Background: an optimization exercise with open tools, aiming at small area, a short achievable clock period and few clock cycles. Do not read the settings as production practice.
No functional check of the RTL was part of any run shown here.
No activity file was given, so power comes from the tool's default toggle rates.

==> flow/config.mk <==
export PLATFORM = sky130hd
export DESIGN_NAME = grammar_token_scanner
export DESIGN_NICKNAME = grammar_token_scanner
export VERILOG_FILES = /design/flow/design.v
export SDC_FILE = /design/flow/constraint.sdc
export NUM_CORES = 4
export LEC_CHECK = 0
export ABC_AREA = 1
export CAP_MARGIN = 20
export CORE_MARGIN = 2
export CORE_UTILIZATION = 40
export CTS_BUF_LIST = sky130_fd_sc_hd__clkbuf_4 sky130_fd_sc_hd__clkbuf_8
export SETUP_SLACK_MARGIN = 2.9
export SLEW_MARGIN = 20
==> flow/design.v <==
`timescale 1ns / 1ps
package gts_pkg;
    localparam logic [1:0] MODE_IDLE  = 2'd0;
    localparam logic [1:0] MODE_DASH  = 2'd1;
    localparam logic [1:0] MODE_STR   = 2'd2;
    localparam logic [1:0] MODE_IDENT = 2'd3;
    localparam logic [3:0] KIND_ARROW  = 4'd0;
    localparam logic [3:0] KIND_LPAREN = 4'd1;
    localparam logic [3:0] KIND_RPAREN = 4'd2;
    localparam logic [3:0] KIND_STAR   = 4'd3;
    localparam logic [3:0] KIND_OPT    = 4'd4;
    localparam logic [3:0] KIND_BAR    = 4'd5;
    localparam logic [3:0] KIND_SEMI   = 4'd6;
    localparam logic [3:0] KIND_LIT    = 4'd7;
    localparam logic [3:0] KIND_IDENT  = 4'd8;
    localparam logic [3:0] KIND_EOF    = 4'd9;
    localparam logic [3:0] KIND_ERR    = 4'd10;
    localparam logic [1:0] ERR_NONE       = 2'd0;
    localparam logic [1:0] ERR_UNEXPECTED = 2'd1;
    localparam logic [1:0] ERR_OPEN_STR   = 2'd2;
    localparam logic [7:0] CH_DASH   = 8'h2D;
    localparam logic [7:0] CH_GT     = 8'h3E;
    localparam logic [7:0] CH_LPAREN = 8'h28;
    localparam logic [7:0] CH_RPAREN = 8'h29;
    localparam logic [7:0] CH_STAR   = 8'h2A;
    localparam logic [7:0] CH_QMARK  = 8'h3F;
    localparam logic [7:0] CH_BAR    = 8'h7C;
    localparam logic [7:0] CH_SEMI   = 8'h3B;
    localparam logic [7:0] CH_QUOTE  = 8'h22;
    localparam logic [7:0] CH_LF     = 8'h0A;
    localparam logic [7:0] CH_TAB    = 8'h09;
    localparam logic [7:0] CH_CR     = 8'h0D;
    localparam logic [7:0] CH_SPACE  = 8'h20;
    localparam int unsigned MAX_TOKENS = 3;
    localparam int unsigned QUEUE_DEPTH = 4;
    localparam int unsigned TOK_W = 54;
    localparam int unsigned BUNDLE_W = 2 + MAX_TOKENS * TOK_W;
endpackage
`timescale 1ns / 1ps
module grammar_token_scanner #(
    parameter int unsigned SOURCE_DEPTH = 65536
) (
    input  logic        aclk,
    input  logic        aresetn,
    input  logic        cfg_we,
    input  logic [15:0] cfg_wdata,
    input  logic        s_valid,
    output logic        s_ready,
    input  logic [7:0]  s_ch,
    input  logic        s_end_of_source,
    output logic        m_valid,
    input  logic        m_ready,
    output logic [3:0]  m_kind,
    output logic [15:0] m_line,
    output logic [15:0] m_start_res,
    output logic [15:0] m_length,
    output logic [1:0]  m_error_code,
    output logic        m_last_result
);
    localparam int unsigned POS_MAX_INT =
        (SOURCE_DEPTH - 1 < 65535) ? SOURCE_DEPTH - 1 : 65535;
    localparam logic [15:0] POS_MAX = 16'(POS_MAX_INT);
    logic        b_valid;
    logic        d_eos;         
    logic        d_lf;          
    logic        d_fid;         
    logic        d_fstr;        
    logic        d_id2;         
    logic        d_prep;        
    logic [1:0]  d_mode;        
    logic        o_valid;
    logic        o_bubble;      
    logic [3:0]  o_kind;
    logic [1:0]  o_err;
    logic        o_text;
    logic        o_last;
    logic        m_busy;
    logic        o_vl;
    logic [1:0]  o_text_c;
    logic        q_valid;
    logic [2:0]  q_code;
    logic        f_pend;
    logic [15:0] line_reg;
    logic [15:0] ts_reg;
    logic [15:0] len_reg;
    logic        in_text;
    logic [15:0] first_line_reg;
    logic        src_start;
    logic [7:0] n_ch;
    logic       n_eos;
    logic is_alpha, is_alnum, is_lf, is_quote, is_gt, is_dash, is_blank;
    logic [2:0] punct_code;
    logic n_dash, n_str, n_ident, n_idle, n_fresh;
    logic n_v0, n_v1, n_v2, n_id2, n_fid, n_fstr, n_prep, n_bub;
    logic [1:0] n_mid, n_mode;
    logic [3:0] n_kind0, n_kind;
    logic [1:0] n_err;
    logic       n_text, n_last, n_valid, n_qv;
    logic [2:0] n_qcode;
    assign n_ch  = s_ch;
    assign n_eos = s_end_of_source;
    always_comb begin
        is_alpha = ((n_ch >= 8'h61) && (n_ch <= 8'h7A)) || ((n_ch >= 8'h41) && (n_ch <= 8'h5A));
        is_alnum = is_alpha || ((n_ch >= 8'h30) && (n_ch <= 8'h39));
        is_lf    = (n_ch == gts_pkg::CH_LF);
        is_quote = (n_ch == gts_pkg::CH_QUOTE);
        is_gt    = (n_ch == gts_pkg::CH_GT);
        is_dash  = (n_ch == gts_pkg::CH_DASH);
        is_blank = (n_ch == gts_pkg::CH_SPACE) || (n_ch == gts_pkg::CH_TAB) ||
                   (n_ch == gts_pkg::CH_CR);
        case (n_ch)
            gts_pkg::CH_LPAREN: punct_code = 3'd1;
            gts_pkg::CH_RPAREN: punct_code = 3'd2;
            gts_pkg::CH_STAR:   punct_code = 3'd3;
            gts_pkg::CH_QMARK:  punct_code = 3'd4;
            gts_pkg::CH_BAR:    punct_code = 3'd5;
            gts_pkg::CH_SEMI:   punct_code = 3'd6;
            default:            punct_code = 3'd7;
        endcase
        n_idle  = (d_mode == gts_pkg::MODE_IDLE);
        n_dash  = (d_mode == gts_pkg::MODE_DASH);
        n_str   = (d_mode == gts_pkg::MODE_STR);
        n_ident = (d_mode == gts_pkg::MODE_IDENT);
        n_v0    = (n_dash & is_gt) | (n_str & is_quote) | (n_ident & ~is_alnum);
        n_kind0 = n_dash ? gts_pkg::KIND_ARROW : (n_str ? gts_pkg::KIND_LIT : gts_pkg::KIND_IDENT);
        n_fresh = n_idle | (n_dash & ~is_gt) | (n_ident & ~is_alnum);
        n_v1    = n_fresh & ~is_dash & ~is_lf & ~is_blank & ~is_quote & ~is_alpha;
        n_fid   = n_fresh & is_alpha;
        n_fstr  = n_fresh & is_quote;
        if (n_fresh) begin
            if (is_dash)       n_mid = gts_pkg::MODE_DASH;
            else if (is_quote) n_mid = gts_pkg::MODE_STR;
            else if (is_alpha) n_mid = gts_pkg::MODE_IDENT;
            else               n_mid = gts_pkg::MODE_IDLE;
        end else if (n_v0) begin
            n_mid = gts_pkg::MODE_IDLE;
        end else begin
            n_mid = d_mode;
        end
        n_v2   = n_eos & n_mid[1];
        n_id2  = (n_mid == gts_pkg::MODE_IDENT);
        n_mode = n_eos ? gts_pkg::MODE_IDLE : n_mid;
        n_prep = n_eos & (is_lf | (n_ident & is_alnum));
        n_bub  = ~n_v0 & ~n_v1 & n_prep;
        n_valid = ~n_bub & (n_v0 | n_v1 | n_eos);
        n_kind  = gts_pkg::KIND_EOF;
        n_err   = gts_pkg::ERR_NONE;
        n_text  = 1'b0;
        n_last  = 1'b1;
        if (n_v0) begin
            n_kind = n_kind0;
            n_text = ~n_dash;
            n_last = ~(n_v1 | n_eos);
        end else if (n_v1) begin
            n_kind = (punct_code == 3'd7) ? gts_pkg::KIND_ERR : {1'b0, punct_code};
            n_err  = (punct_code == 3'd7) ? gts_pkg::ERR_UNEXPECTED : gts_pkg::ERR_NONE;
            n_last = ~n_eos;
        end else if (n_v2) begin
            n_kind = n_id2 ? gts_pkg::KIND_IDENT : gts_pkg::KIND_ERR;
            n_err  = n_id2 ? gts_pkg::ERR_NONE : gts_pkg::ERR_OPEN_STR;
            n_text = n_id2;
            n_last = 1'b0;
        end
        n_qv    = (n_v0 & n_v1) | (n_v2 & (n_v0 | n_bub));
        n_qcode = n_v1 ? punct_code : 3'd0;
    end
    logic out_take, advance, consume, main_free, take, load;
    logic to_post, prep, new_src;
    logic [16:0] pos_inc, line_inc, len_inc;
    logic [17:0] pos_sum;
    assign pos_sum  = {1'b0, ts_reg, in_text} + {1'b0, len_reg, in_text};
    assign pos_inc  = pos_sum[17:1];
    assign line_inc = {1'b0, line_reg} + 17'd1;
    assign len_inc  = {1'b0, len_reg} + 17'd1;
    assign new_src  = load & (src_start | (consume & d_eos));
    logic        pos_sat;
    logic [15:0] pos_nx;
    assign pos_sat = (POS_MAX == 16'hFFFF) ? pos_inc[16] : (pos_inc > {1'b0, POS_MAX});
    assign pos_nx  = (POS_MAX == 16'hFFFF) ? (pos_inc[15:0] | {16{pos_sat}})
                                           : (pos_sat ? POS_MAX : pos_inc[15:0]);
    assign m_valid       = o_valid;
    assign m_kind        = o_kind;
    assign m_error_code  = o_err;
    assign m_last_result = o_last;
    assign m_line        = line_reg;
    assign m_start_res   = o_text_c[0] ? ts_reg : 16'd0;
    assign m_length      = o_text_c[1] ? len_reg : 16'd0;
    assign s_ready       = main_free;
    assign out_take  = o_valid & m_ready;
    assign advance   = (out_take & ~o_last) | o_bubble;
    assign consume   = b_valid & ((out_take & o_last) | (~o_valid & ~o_bubble));
    assign main_free = ~m_busy | (m_ready & o_vl);
    assign take      = s_valid & main_free;
    assign load      = take;
    assign to_post   = ~q_valid | (q_code == 3'd0);
    assign prep      = advance & d_prep & to_post;
    always_ff @(posedge aclk) begin
        if (load) begin
            d_eos  <= n_eos;
            d_lf   <= is_lf;
            d_fid  <= n_fid;
            d_fstr <= n_fstr;
            d_id2  <= n_id2;
            o_kind <= n_kind;
            o_err  <= n_err;
            o_text <= n_text;
            o_text_c <= {2{n_text}};
            o_last <= n_last;
            q_code <= n_qcode;
        end else if (advance) begin
            if (q_valid) begin
                if (q_code == 3'd0) begin
                    o_kind <= d_id2 ? gts_pkg::KIND_IDENT : gts_pkg::KIND_ERR;
                    o_err  <= d_id2 ? gts_pkg::ERR_NONE : gts_pkg::ERR_OPEN_STR;
                    o_text <= d_id2;
                    o_text_c <= {2{d_id2}};
                end else begin
                    o_kind <= (q_code == 3'd7) ? gts_pkg::KIND_ERR : {1'b0, q_code};
                    o_err  <= (q_code == 3'd7) ? gts_pkg::ERR_UNEXPECTED : gts_pkg::ERR_NONE;
                    o_text <= 1'b0;
                    o_text_c <= 2'b00;
                end
                o_last <= ~f_pend;
            end else begin
                o_kind <= gts_pkg::KIND_EOF;
                o_err  <= gts_pkg::ERR_NONE;
                o_text <= 1'b0;
                    o_text_c <= 2'b00;
                o_last <= 1'b1;
            end
        end
        if (new_src) begin
            in_text <= 1'b0;
        end else if (consume && !d_eos) begin
            in_text <= d_mode[1];
        end
        if (new_src) begin
            ts_reg  <= 16'd0;
            len_reg <= 16'd1;
        end else if (prep) begin
            if (d_id2 && !len_inc[16]) begin
                len_reg <= len_inc[15:0];
            end
        end else if (consume && !d_eos) begin
            if (d_fid) begin
                len_reg <= {15'd0, ~pos_sat};
            end else if (d_fstr) begin
                ts_reg  <= pos_nx;
                len_reg <= 16'd0;
            end else if (!d_mode[1]) begin
                ts_reg  <= pos_nx;
                len_reg <= 16'd1;
            end else if (!pos_sat) begin
                len_reg <= len_inc[15:0];
            end
        end
    end
    always_ff @(posedge aclk) begin
        if (new_src) begin
            line_reg <= first_line_reg;
        end else if ((consume || prep) && d_lf && !line_inc[16]) begin
            line_reg <= line_inc[15:0];
        end
    end
    always_ff @(posedge aclk) begin
        if (!aresetn) begin
            b_valid        <= 1'b0;
            o_valid        <= 1'b0;
            m_busy         <= 1'b0;
            o_vl           <= 1'b0;
            o_bubble       <= 1'b0;
            q_valid        <= 1'b0;
            f_pend         <= 1'b0;
            d_prep         <= 1'b0;
            d_mode         <= gts_pkg::MODE_IDLE;
            src_start      <= 1'b1;
            first_line_reg <= 16'd1;
        end else begin
            if (load) begin
                m_busy   <= n_valid | n_bub;
                o_vl     <= n_valid & n_last;
                b_valid  <= 1'b1;
                d_mode   <= n_mode;
                d_prep   <= n_prep;
                o_valid  <= n_valid;
                o_bubble <= n_bub;
                q_valid  <= n_qv;
                f_pend   <= n_eos & (n_v0 | n_v1 | n_v2 | n_bub);
            end else begin
                if (consume) begin
                    b_valid <= 1'b0;
                    o_valid <= 1'b0;
                    m_busy  <= 1'b0;
                    o_vl    <= 1'b0;
                end else if (advance) begin
                    o_valid  <= 1'b1;
                    o_vl     <= ~q_valid | ~f_pend;
                    o_bubble <= 1'b0;
                    if (q_valid) begin
                        q_valid <= 1'b0;
                    end else begin
                        f_pend <= 1'b0;
                    end
                end
                if (prep) begin
                    d_prep <= 1'b0;
                end
            end
            if (load) begin
                src_start <= 1'b0;
            end else if (consume && d_eos) begin
                src_start <= 1'b1;
            end
            if (cfg_we) begin
                first_line_reg <= cfg_wdata;
            end
        end
    end
endmodule
==> flow/standard.sh <==
#!/bin/bash
# synth_recipe.tcl (not shown) runs the flow's synth.tcl, then flattens the netlist and writes it again
# the make line also repeats each setting of config.mk as NAME=value (left out here)
make -C /OpenROAD-flow-scripts/flow DESIGN_CONFIG=/design/flow/config.mk WORK_HOME=/design/flow/orfs CLKGATE_MAP_FILE= SYNTH_SCRIPT=/design/flow/synth_recipe.tcl "${@:-finish}"
==> flow/flow/run.sh <==
#!/bin/bash
# The standard layout, with the port buffers made from sky130_fd_sc_hd__buf_1
# instead of the delay cell buffer_ports picks by default. ORFS writes each
# step's log under orfs/logs; make's own output goes to standard.log.
bash standard.sh BUFFER_PORTS_ARGS="-buffer_cell sky130_fd_sc_hd__buf_1" finish > standard.log 2>&1
==> flow/constraint.sdc <==
create_clock -name core_clock -period 5.5 [get_ports {aclk}]
set_input_delay 1.1000 -clock core_clock [delete_from_list [all_inputs] [get_ports {aclk}]]
set_output_delay 1.1000 -clock core_clock [all_outputs]
set_load 0.01 [all_outputs]
==> results.toml, run 1 <==
[setup_path]
cp_top_family = "buffers and inverters"
cpMostUsedCell = "nand2_2"
critPathLaunchType = "input pin"
critPathRequiredTime_ns = 4.40
cpMaxStageDelayCell = "buf_2"
reg2reg_setup_slack_ns = 3.17
r2r_end = "len_reg[14]"
max_stage_delay_ns = 0.13
arrival_ns = 1.47
rr_startpoint = "len_reg[11]"
worstPathMaxFanout = 3
cp-end-kind = "output port"
cp.buffers_inverters = 2
rr_worst_depth = 12
crit_type = "in2out"
crit_chain = "buf_2, nand2_2, nand2_2, buf_6"

[layout]
fin_util_pct = 46.4
multi_input_area_um2 = 3190
drive_gt1_share_pct = 10.2
seqCellArea_um2 = 2160
fillCellCount = 1517
num_antenna_cells = 0
mostFrequentLayoutCell = "nand2_1"
layout.nets = 959
layout_common_cells = "nand2_1 (177), inv_1 (102), nor2_1 (97), buf_1 (82), dfxtp_1 (59)"
area_growth_pct = 14.1
final_cells = 1094

[timing]
fin_crit_sh_pct = 46.8
timing.fmax_mhz = 389
worst_pin_slew_ns = 0.789
hold_viol = 0
min_period_ns = 2.57
slew_headroom_pct = 47.4
tns_ns = 0
rsz0062_at_grt = "true"
setup_ws_ns = 2.93
finalSetupViolations = 0
final.setup_skew_ns = 0.00991
maxSlewViolCount = 0

[drt]
viasPerCell = 4.96
route.detailed.drc = 0
first_pass_iters = 5
drt_iter0_markers = 273
post_drt_wl_per_cell_um = 13.3
drt-total-wl_um = 14600
ant_nets = 0
via_count = 5430

[die]
fp-row-count = 44
die_h_um = 125
io-pin-count = 87
coreArea_um2 = 14400
dieArea_um2 = 15600
initial_core_util_pct = 40.6
die_x_um = 125

[min_path]
hold_path.class = "reg2reg"
min_to = "first_line_reg[0]"
hold_depth = 2
hp-start = "first_line_reg[0]"

[power_and_ir_drop]
power_leakage_nw = 2.96
power_mw = 1.76
peakVddDrop_v = 0.000203
cellPowerDensity_nw_per_um2 = 263

[placed_design]
gp_congestion = 0.854
numPortBuffers = 86
dp_hpwl_um = 10700
dpl.cell_count = 1071
pre_cts_ws_ns = 1.56

[grt]
grt_pass1_wl_um = 24300
antenna_found_initial = 0
grt_pass1_vias = 5023
overflow = 0
grtUsageTotal_pct = 19.0
grt_max_degree = 31

[job]
maxCapViolations = 0

[synthesis]
synth_cells = 819
synth_edf_count = 32
syn_nets = 873
yosys_warnings = 1
async_flop_share_pct = 0
postSynthAreaPerCell_um2 = 7.16
synthTopCellsByArea = "dfxtp_1 (20%), edfxtp_1 (16%), nand2_1 (12%)"
synth_largest_area_cell = "dfxtp_1"
yosysTopAreaCellShare_pct = 20.5
synth.distinct_cells = 51
syn_area_um2 = 5860
ys.flop_type = "dfxtp_1"
ys_seq_area_share_pct = 36.9
ys_ff_latch = 92

[clocking]
clockRootBuffer = "clkbuf_8"
cts_tree = "built"
cts_buffers = 9
clkTransAtPathRegs_ns = 0.09
clk_latency_ns = 0.38
numClockSinks = 92
cts-htree-levels = 3
cts_max_path_buffers = 2

[status]
status = "complete, no violations"
[cells in the mapped netlist (7+ instances only)]
library cell	n
dfxtp_1	60
a21oi_1	46
ha_1	23
nor2_1	99
xnor2_1	9
edfxtp_1	32
nand2_1	182
xor2_1	13
o21ai_0	55
clkbuf_1	11
inv_1	104
nand4_1	13
nand3_1	41
o21ai_1	27
nand2_2	7
inv_2	14
nor3_1	10
[worst max path at each step]
| stage | cells past startpoint | startpoint | endpoint | slack, ns |
|---|---|---|---|---|
| after floorplan | 8 | m_ready | line_reg[0] | 2.93 |
| after global placement | 8 | m_ready | line_reg[4] | 1.61 |
| after detailed placement | 8 | m_ready | line_reg[8] | 1.56 |
| after CTS | 8 | m_ready | line_reg[8] | 2.91 |
| after global routing | 12 | s_ch[5] | o_kind[0] | 2.82 |
| final | 4 | m_ready | s_ready | 2.93 |
[logic make-up after synthesis]
family,count (synthesis),synth area share [%]
compound gates,159,15.5
xor+xnor,22,3.29
mux,1,0.192
flops,92,36.9
buf+inv,138,9.28
fa+ha+maj,24,5.25
simple gates,383,29.6
[per-stage QoR]
step,area (µm²),hold WS (ns)
global route,6690,0.512
CTS,6650,0.477
floorplan,5860,0.429
global placement,6330,0.456
finish,6690,0.477
detailed placement,6330,0.452
[final cells by class]
cell class,instances,share of cell area (%)
clock buffers,10,1.96
clock inverters,6,1.38
inverters,119,6.79
multi-input cells,589,47.7
flip-flops and latches,92,32.4
well taps,184,3.44
repair buffers,93,6.21
repair inverters,1,0.112
[repair_timing]
item                                    4_1_cts  5_1_grt
cloned                                        1        0
hold buffers                                  0        0
endpoints found under the hold margin         0        0
setup buffers                                 6        0
gates resized for setup                       7       11
endpoints found under the setup margin       85       56
[power by group]
part / leakage [nW] / internal, mW / total, mW / switching, mW
Clock: 0.115 / 0.265 / 0.521 / 0.255
Sequential: 0.803 / 0.782 / 0.854 / 0.0720
Combinational: 2.04 / 0.138 / 0.382 / 0.244
[worst reg2reg max path, stage by stage (launching register included)]
cell and delay [ns]:
dfxtp_1 0.49, ha_1 0.35, a21oi_1 0.19, o21ai_0 0.14
a21oi_1 0.16, nand3_1 0.22, nand2_2 0.19, nand2_8 0.14
inv_2 0.14, nand2_1 0.06, nand2_1 0.06, clkinv_1 0.05
nor2_1 0.08
[per-layer routing]
layer / global-route usage, % / share of wire (%) / routed length [µm]
met1: 25.3 / 49 / 7210
met2: 31.7 / 46 / 6740
met3: 4.28 / 3.4 / 501
met4: 4.18 / 1.1 / 155
met5: 0 / 0 / 0
==> inputs of run 2 (changes only) <==
--- a/flow/config.mk
+++ b/flow/config.mk
@@ -12,3 +12,3 @@
 export CTS_BUF_LIST = sky130_fd_sc_hd__clkbuf_4 sky130_fd_sc_hd__clkbuf_8
-export SETUP_SLACK_MARGIN = 2.9
+export SETUP_SLACK_MARGIN = 3.0
 export SLEW_MARGIN = 20
==> results.toml, run 2 <==
[status]
status = "complete, no violations"

[synthesis]
ys_seq_area_share_pct = 36.9
synth_cells = 819
yosysTopAreaCellShare_pct = 20.5
syn_nets = 873
yosys.cell_count.top_type = "nand2_1"
synth_largest_area_cell = "dfxtp_1"
synth.distinct_cells = 51
postSynthAreaPerCell_um2 = 7.16
ys_ff_latch = 92
yosys_warnings = 1
synth_common_cells = "nand2_1 (182), inv_1 (104), nor2_1 (99)"
syn_area_um2 = 5860
synth_edf_count = 32
ys.flop_type = "dfxtp_1"
async_flop_share_pct = 0
synthTopCellsByArea = "dfxtp_1 (20%), edfxtp_1 (16%), nand2_1 (12%)"

[clocking]
cts_max_path_buffers = 2
clk_latency_ns = 0.39
numClockSinks = 92
clkTransAtPathRegs_ns = 0.09
clockRootBuffer = "clkbuf_8"
cts-htree-levels = 3
cts_buffers = 9
cts_tree = "built"

[setup_path]
critPathLaunchType = "input pin"
critPathRequiredTime_ns = 4.40
rr_worst_depth = 11
crit_type = "in2out"
worstPathMaxFanout = 2
rr_startpoint = "len_reg[0]"
cp-end-kind = "output port"
startpoint = "m_ready"
arrival_ns = 1.42

[job]
maxCapViolations = 0

[timing]
fin_crit_sh_pct = 45.8
finalSetupViolations = 0
rsz0062_at_grt = "true"
tns_ns = 0
hold_viol = 0
maxSlewViolCount = 0
worst_pin_slew_ns = 0.770
slew_headroom_pct = 48.7
fin_hold_ws_ns = 0.476
timing.fmax_mhz = 397
min_period_ns = 2.52
final.setup_skew_ns = 0.00881

[grt]
grt_pass1_vias = 5130
overflow = 0
grt_max_degree = 31
grtUsageTotal_pct = 19.2
antenna_found_initial = 0
grt_pass1_wl_um = 24700

[die]
fp-row-count = 44
io-pin-count = 87
die_x_um = 125
die_h_um = 125
initial_core_util_pct = 40.6
dieArea_um2 = 15600
coreArea_um2 = 14400

[layout]
layout_common_cells = "nand2_1 (171), inv_1 (101), nor2_1 (93), buf_1 (78)"
drive_gt1_share_pct = 14.2
layout.nets = 972
num_antenna_cells = 0
mostFrequentLayoutCell = "nand2_1"
area_growth_pct = 18.2

[drt]
post_drt_wl_per_cell_um = 13.4
drt-total-wl_um = 14800
drt_iter0_markers = 250
ant_nets = 0
viasPerCell = 4.99
via_count = 5523
route.detailed.drc = 0
first_pass_iters = 5

[min_path]
hold_path.class = "reg2reg"
hold_depth = 2
hp-start = "first_line_reg[0]"

[power_and_ir_drop]
power_leakage_nw = 3.06
cellPowerDensity_nw_per_um2 = 257
peakVddDrop_v = 0.000172

[placed_design]
gp_congestion = 0.855
dp_hpwl_um = 10600
numPortBuffers = 86
run 2: cell counts after synthesis:
Identical to the previous run, type by type.
run 2: cell type report:
cell class,count,area (µm²)
fill,1516,7490
multi-input combinational,589,3280
sequential,92,2170
timing repair buffer,106,561
inverter,119,459
tap,184,230
clock buffer,11,139
clock inverter,5,85.1
timing repair inverter,1,7.51
run 2: critical path, stage by stage:
cell and delay (ns):
buf_6 0.09, nand2_2 0.05, nand2_2 0.06, buf_6 0.12
run 2: what timing repair did:
action / 4_1_cts / 5_1_grt
resized for setup: 11 / 46
buffers inserted: 8 / 10
hold buffers: 0 / 0
hold endpoints to repair: 0 / 0
setup endpoints to repair: 87 / 62
pin swaps: 1 / 9
cloned: 1 / 1
run 2: metal layers:
metal | track usage (%) | wire [µm] | share of wire (%) | up-vias
met5 | 0 | 0 | 0 | -
met1 | 25.9 | 7040 | 47 | 2484
met2 | 31.2 | 6810 | 46 | 139
met4 | 5.16 | 248 | 1.7 | 0
li1 | - | - | - | 2878
met3 | 4.36 | 750 | 5.1 | 22
run 2: logic make-up after synthesis:
logic type | count (synthesis) | synth area share [%]
simple gates | 383 | 29.6
compound gates | 159 | 15.5
buf+inv | 138 | 9.28
flops | 92 | 36.9
fa+ha+maj | 24 | 5.25
xor+xnor | 22 | 3.29
mux | 1 | 0.192
run 2: power breakdown:
part | internal [mW] | total, mW | switching, mW
clock | 0.270 | 0.525 | 0.255
combinational | 0.152 | 0.402 | 0.251
sequential | 0.783 | 0.856 | 0.0734
run 2: path summary, 6_finish.rpt:
check                                          to  slack [ns]
worst min register to register  first_line_reg[0]        0.48
worst max register to register        len_reg[15]        3.23
worst min-delay path            first_line_reg[0]        0.48
worst max-delay path                      s_ready        2.98
run 2: through the flow:
step,util [%],cell area [µm²],std cells,setup WS [ns],total power [mW]
2_1_floorplan,-,5870,819,3.04,1.12
3_3_place_gp,43.9,6330,1071,1.87,1.23
3_5_place_dp,43.9,6330,1071,1.82,1.23
4_1_cts,46.3,6670,1096,2.96,1.77
5_1_grt,48.0,6930,1107,2.96,1.89
6_report,48.0,6930,1107,2.98,1.78

## afterwards: timing with drivers on the ports
In the flow no input, the clock included, has a driving cell. The finished layouts below were timed again as built, in two steps. Step 1, drivers: a clkbuf_16 drives aclk and a buf_2 each remaining input, both assumed. Step 2 adds t to the input delays and takes it off the output delays; t is the mean of the earliest and latest rising clock arrival at the registers after step 1. Input paths then give back, and output paths get back, about the clock's delay inside the block. Slacks: no drivers / after step 1 / after step 2; pairs: no drivers / after step 1.
run	t (ns)	setup WS [ns]	hold slack, ns	latest minus earliest clock arrival (ns)	worst data-port slew with drivers (ns)
run 1	0.413	2.928 / 2.909 / 2.598	0.477 / 0.477 / 0.477	0.010 / 0.010	0.03
run 2	0.417	2.979 / 2.947 / 2.720	0.476 / 0.476 / 0.476	0.008 / 0.009	0.04
After both steps setup and hold are still met in every run listed. For run 1, which loses most, drivers alone change the setup slack by -0.019 ns; drivers and shift together by -0.330 ns.
